This is an optimization exercise on Yosys and OpenROAD, whose aim is small area, a short achievable clock period and few clock cycles per item, not a production implementation. The RTL was checked by simulation tests, not by an equivalence proof against the original design. Power figures rest on the tool's default switching activity, not on a simulated workload.

Setup of P:
==> flow/design.v <==
module instr_mem_pipe #(
    parameter int                DATA_W = 32,
    parameter int                DEPTH  = 64,
    parameter int                ADDR_W = 32,
    parameter logic [DATA_W-1:0] FILL   = 32'h0000_0013
) (
    input  logic              clk,
    input  logic              reset_n,
    input  logic              req_valid,
    output logic              req_ready,
    input  logic [ADDR_W-1:0] req_addr,
    output logic              resp_valid,
    input  logic              resp_ready,
    output logic [DATA_W-1:0] resp_data,
    output logic              resp_fault,
    input  logic              wr_en,
    input  logic [ADDR_W-1:0] wr_addr,
    input  logic [DATA_W-1:0] wr_data,
    output logic              busy
);
    localparam int BYTES = DATA_W / 8;
    localparam int OFF   = $clog2(BYTES);
    localparam int IDX_W = $clog2(DEPTH);
    localparam int NGRP  = 4;                   
    localparam int GRP_W = $clog2(NGRP);
    localparam int GSIZE = DEPTH / NGRP;        
    localparam int LOW_W = IDX_W - GRP_W;
    localparam logic [ADDR_W:0] LIMIT = (ADDR_W + 1)'(DEPTH * BYTES);
    logic              r_run;        
    logic              r_busy;       
    logic              r_ready;      
    logic [DATA_W-1:0] r_mem [DEPTH];
    logic              r_a_valid;
    logic [DATA_W-1:0] r_a_word [NGRP];
    logic [NGRP-1:0]   r_a_gsel;     
    logic              r_a_bad;
    logic              r_s_valid;
    logic [DATA_W-1:0] r_s_data;
    logic              r_s_fault;
    logic              r_resp_valid;
    logic [DATA_W-1:0] r_resp_data;
    logic              r_resp_fault;
    logic              w_req_ok;
    logic [IDX_W-1:0]  w_req_idx;
    logic              w_wr_ok;
    logic [IDX_W-1:0]  w_wr_idx;
    logic              w_out_free;
    logic              w_a_free;
    logic              w_req_ready;
    logic              w_accept;
    logic [GSIZE-1:0]  w_lo_sel;
    logic [DATA_W-1:0] w_cand [NGRP];
    logic [DATA_W-1:0] w_a_data;
    logic [DATA_W-1:0] w_wdata;
    logic [DEPTH-1:0]  w_we;
    logic              w_a_move;
    logic              w_a_valid_nxt;
    logic              w_s_valid_nxt;
    logic              w_b_valid_nxt;
    function automatic logic addr_ok(input logic [ADDR_W-1:0] a);
        addr_ok = (a[OFF-1:0] == '0) && ({1'b0, a} < LIMIT);
    endfunction
    always_comb begin
        w_req_ok  = addr_ok(req_addr);
        w_req_idx = req_addr[OFF+IDX_W-1:OFF];
        w_wr_ok   = addr_ok(wr_addr);
        w_wr_idx  = wr_addr[OFF+IDX_W-1:OFF];
    end
    always_comb begin
        w_out_free  = !r_resp_valid || resp_ready;
        w_a_move    = r_a_valid && (w_out_free || !r_s_valid);
        w_a_free    = !r_a_valid || w_a_move;
        w_req_ready = r_ready;
        w_accept    = req_valid && w_req_ready;
        w_a_valid_nxt = w_accept || (r_a_valid && !w_a_move);
        if (w_out_free) begin
            w_b_valid_nxt = r_s_valid || r_a_valid;
            w_s_valid_nxt = r_s_valid && r_a_valid;
        end else begin
            w_b_valid_nxt = 1'b1;
            w_s_valid_nxt = r_s_valid || r_a_valid;
        end
    end
    always_ff @(posedge clk or negedge reset_n) begin
        if (!reset_n) begin
            r_run        <= 1'b0;
            r_busy       <= 1'b1;
            r_ready      <= 1'b0;
            r_a_valid    <= 1'b0;
            r_s_valid    <= 1'b0;
            r_resp_valid <= 1'b0;
        end else begin
            r_run        <= 1'b1;
            r_busy       <= 1'b0;
            r_ready      <= !(w_a_valid_nxt && w_s_valid_nxt && w_b_valid_nxt);
            r_a_valid    <= w_a_valid_nxt;
            r_s_valid    <= w_s_valid_nxt;
            r_resp_valid <= w_b_valid_nxt;
        end
    end
    always_comb begin
        w_wdata = (wr_data & {DATA_W{r_run}}) | (FILL & {DATA_W{!r_run}});
        for (int i = 0; i < DEPTH; i++) begin
            w_we[i] = !r_run || (wr_en && w_wr_ok && w_wr_idx == IDX_W'(i));
        end
    end
    always_ff @(posedge clk) begin
        for (int i = 0; i < DEPTH; i++) begin
            if (w_we[i]) begin
                r_mem[i] <= w_wdata;
            end
        end
    end
    always_comb begin
        for (int j = 0; j < GSIZE; j++) begin
            w_lo_sel[j] = (w_req_idx[LOW_W-1:0] == LOW_W'(j));
        end
        for (int g = 0; g < NGRP; g++) begin
            w_cand[g] = '0;
            for (int j = 0; j < GSIZE; j++) begin
                w_cand[g] = w_cand[g] | (r_mem[g*GSIZE+j] & {DATA_W{w_lo_sel[j]}});
            end
        end
    end
    always_ff @(posedge clk) begin
        if (w_a_free) begin
            for (int g = 0; g < NGRP; g++) begin
                r_a_word[g] <= w_cand[g];
                r_a_gsel[g] <= w_req_ok && (w_req_idx[IDX_W-1:LOW_W] == GRP_W'(g));
            end
            r_a_bad <= !w_req_ok;
        end
    end
    always_comb begin
        w_a_data = FILL & {DATA_W{r_a_bad}};
        for (int g = 0; g < NGRP; g++) begin
            w_a_data = w_a_data | (r_a_word[g] & {DATA_W{r_a_gsel[g]}});
        end
    end
    always_ff @(posedge clk) begin
        if (w_out_free) begin
            if (r_s_valid) begin
                r_resp_data  <= r_s_data;
                r_resp_fault <= r_s_fault;
            end else begin
                r_resp_data  <= w_a_data;
                r_resp_fault <= r_a_bad;
            end
        end
    end
    always_ff @(posedge clk) begin
        if (w_out_free || !r_s_valid) begin
            r_s_data  <= w_a_data;
            r_s_fault <= r_a_bad;
        end
    end
    always_comb begin
        req_ready  = w_req_ready;
        resp_valid = r_resp_valid;
        resp_data  = r_resp_data;
        resp_fault = r_resp_fault;
        busy       = r_busy;
    end
endmodule
==> flow/config.mk <==
export PLATFORM = sky130hd
export DESIGN_NAME = instr_mem_pipe
export DESIGN_NICKNAME = instr_mem_pipe
export VERILOG_FILES = /design/flow/design.v
export SDC_FILE = /design/flow/constraint.sdc
export NUM_CORES = 4
export LEC_CHECK = 0
export ABC_CLOCK_PERIOD_IN_PS = 2000
export CAP_MARGIN = 20
export CORE_MARGIN = 2
export CORE_UTILIZATION = 43
export CTS_CLUSTER_DIAMETER = 90
export CTS_CLUSTER_SIZE = 24
export SETUP_SLACK_MARGIN = 1.4
export SLEW_MARGIN = 20
==> flow/constraint.sdc <==
create_clock -name core_clock -period 3.5 [get_ports {clk}]
set_input_delay 0.7000 -clock core_clock [delete_from_list [all_inputs] [get_ports {clk}]]
set_output_delay 0.7000 -clock core_clock [all_outputs]
set_load 0.01 [all_outputs]
standard.sh (not shown) runs the stock make flow with config.mk's settings and CLKGATE_MAP_FILE= SYNTH_SCRIPT=/design/flow/synth_recipe.tcl, a recipe that flattens the netlist after the stock synthesis.
==> flow/flow/run.sh <==
#!/bin/bash
# The standard ORFS layout, with the port buffers made from buf_4 instead of
# the default cell (a slow delay buffer on sky130hd). Every input and output
# port still gets its own buffer. If the routed layout is left with an
# antenna violation, the layout is redone from the floorplan with the core
# utilisation raised by one point (up to twice); synthesis is kept. Each
# make run's full output goes to its own log file here.
set -euo pipefail
export BUFFER_PORTS_ARGS="-buffer_cell sky130_fd_sc_hd__buf_4"
bash standard.sh finish > orfs_flow.log 2>&1
ant=orfs/reports/${FLOW_PLATFORM:-sky130hd}/instr_mem_pipe/base/drt_antennas.log
for util in 44 45; do
  if [[ -f $ant ]] && grep -q VIOLATED "$ant"; then
    cp "$ant" "antennas_before_util_$util.log"
    bash standard.sh clean_floorplan clean_place clean_cts clean_route clean_finish \
      CORE_UTILIZATION=$util finish > "orfs_flow_util_$util.log" 2>&1
  fi
done
Testbench counts of P, summed over its fixed seeds: cycles 12,536, items 12,000.
Modified inputs, Q compared to P
- a change of CORE_UTILIZATION from 43 to 42
- an added GPL_TIMING_DRIVEN of 0
- a change of SETUP_SLACK_MARGIN from 1.4 to 1.3
==> flow/flow/run.sh <==
#!/bin/bash
# The standard ORFS layout, with the port buffers made from buf_4 instead of
# the default cell (a slow delay buffer on sky130hd). Every input and output
# port still gets its own buffer. If the routed layout is left with an
# antenna violation, routing is redone with another detailed-router seed
# (up to twice). Each make run's full output goes to its own log file here.
set -euo pipefail
export BUFFER_PORTS_ARGS="-buffer_cell sky130_fd_sc_hd__buf_4"
bash standard.sh finish > orfs_flow.log 2>&1
ant=orfs/reports/${FLOW_PLATFORM:-sky130hd}/instr_mem_pipe/base/drt_antennas.log
for try in 1 2; do
  if [[ -f $ant ]] && grep -q VIOLATED "$ant"; then
    cp "$ant" "antennas_before_reroute_$try.log"
    export OR_SEED=$((try * 17))
    bash standard.sh clean_route clean_finish finish > "orfs_reroute_$try.log" 2>&1
  fi
done
Q went all the way through the flow, and no timing, DRC or antenna check failed.
The run showing the smaller total wirelength of the detailed-routed design is P.
The sum of net half-perimeters after detailed placement of Q was inferior to that of P.
Max proportion of final cell area spent on non-clock buffers across P and Q: Q
Per the comparison of Q with P, die outline height increased by about 1.2% relative to the old numbers, total power increased by 2.2% relative to the old numbers.
Inputs modified between Q and R:
- GPL_TIMING_DRIVEN: 0 -> unset
- SETUP_SLACK_MARGIN: 1.3 -> 1.2
==> flow/flow/run.sh <==
#!/bin/bash
# The standard ORFS layout, with the port buffers made from buf_4 instead of
# the default cell (a slow delay buffer on sky130hd). Every input and output
# port still gets its own buffer. If the routed layout is left with an
# antenna violation, the layout is redone from the floorplan with the core
# utilisation raised by one point (up to twice); synthesis is kept. Each
# make run's full output goes to its own log file here.
set -euo pipefail
export BUFFER_PORTS_ARGS="-buffer_cell sky130_fd_sc_hd__buf_4"
bash standard.sh finish > orfs_flow.log 2>&1
ant=orfs/reports/${FLOW_PLATFORM:-sky130hd}/instr_mem_pipe/base/drt_antennas.log
for util in 43 44; do
  if [[ -f $ant ]] && grep -q VIOLATED "$ant"; then
    cp "$ant" "antennas_before_util_$util.log"
    bash standard.sh clean_floorplan clean_place clean_cts clean_route clean_finish \
      CORE_UTILIZATION=$util finish > "orfs_flow_util_$util.log" 2>&1
  fi
done
Lower final area among Q and R: R
R against Q: sum of internal, switching and leakage power shows a reduction of 2.2%, wire length after detailed routing shows a reduction of about 8%, combinational power share shows a reduction of 2.1 points.
R finished every step from synthesis to the final layout, and the layout passed the timing, design-rule and antenna checks.
Summary of R over Q: register-to-register setup slack went down by 0.04 ns, total negative setup slack was more or less identical, fmax went up by 0.010 GHz, sequential share of layout area went up by 5.9 points, non-clock buffer count went down by 572.
In the metrics for Q and R, the one carrying the lower part of the cycle the worst path needs is R.
Clock period minus worst slack improves in R relative to Q.
What S does differently from R at the input level:
- SETUP_SLACK_MARGIN: 1.2 -> 1.3
Of R and S, the higher number of post-CTS setup repair buffers belongs to S. Relative to R, the areal power density over the cells measured on S has decreased slightly. Lower met2 usage in global routing goes to R over S. On overall die height: S sits below R. Going from R to S, hold slack rose 0.069 ns, die area fell by about 2.3%, count of buffer and inverter cells on the critical path went down. For the maximum VDD drop, S came in 10% lower than R did. Compared with R, S is more frugal on power. Measured against each other, R and S differ in period utilization, the higher figure coming from R.
The inputs of T differ from those of S as listed below.
==> flow/flow/run.sh <==
#!/bin/bash
# The standard ORFS layout, with the port buffers made from buf_4 instead of
# the default cell (a slow delay buffer on sky130hd). Every input and output
# port still gets its own buffer. ORFS's full output goes to orfs_flow.log.
set -euo pipefail
export BUFFER_PORTS_ARGS="-buffer_cell sky130_fd_sc_hd__buf_4"
bash standard.sh finish > orfs_flow.log 2>&1
==> notes.md <==
- Status | S and T | clean except T
- | T | all stages done | FAIL | antenna rules |
- Taking S as the reference point, the minimum period implied by the final worst setup slack of T rises by 0.0076 ns.
- When T is set beside S, its fraction of the core area covered by cells at the end of the flow turns out to be 1.2 points smaller.
- For non-clock buffer share of cell area, S and T come out practically identical.
- For the post-cts resize count, T came in 21 higher than S did.
- T against S: endpoint required time on the critical path now smaller, power in the clock group stayed essentially flat, fmax now sits lower, first-pass GRT wire length decreased by about 0.3% relative to the old numbers, final worst-path setup slack went down by 0.0076 ns.
- Via count of the first global-routing pass essentially unchanged between T and S.

-- port drivers added, routing unchanged --
In the flow no input, the clock included, has a driving cell. The finished layouts below were timed again as built, in two steps.
Step 1, drivers: a clkbuf_16 drives clk and a buf_2 each remaining input, both assumed.
Step 2 also shifts input and output timing later by t, the mid clock arrival at the registers, as if the neighbouring blocks saw the same clock.
Three values: ideal, step 1, step 2; two values: the first two.
run	t, ns	slack for setup (ns)	clock arrival spread, ns	worst slew at a driven data input, ns
P	0.850	1.257 / 1.266 / 0.461	0.040 / 0.040	0.19
Q	0.859	0.995 / 1.047 / 0.188	0.075 / 0.075	0.22
R	0.864	1.058 / 1.095 / 0.253	0.060 / 0.060	0.18
S	0.851	1.215 / 1.215 / 0.447	0.033 / 0.033	0.18
T	0.844	1.208 / 1.232 / 0.406	0.054 / 0.054	0.18
The setup slack of Q, which loses most, moves by +0.052 ns with the drivers and by -0.807 ns with both steps.
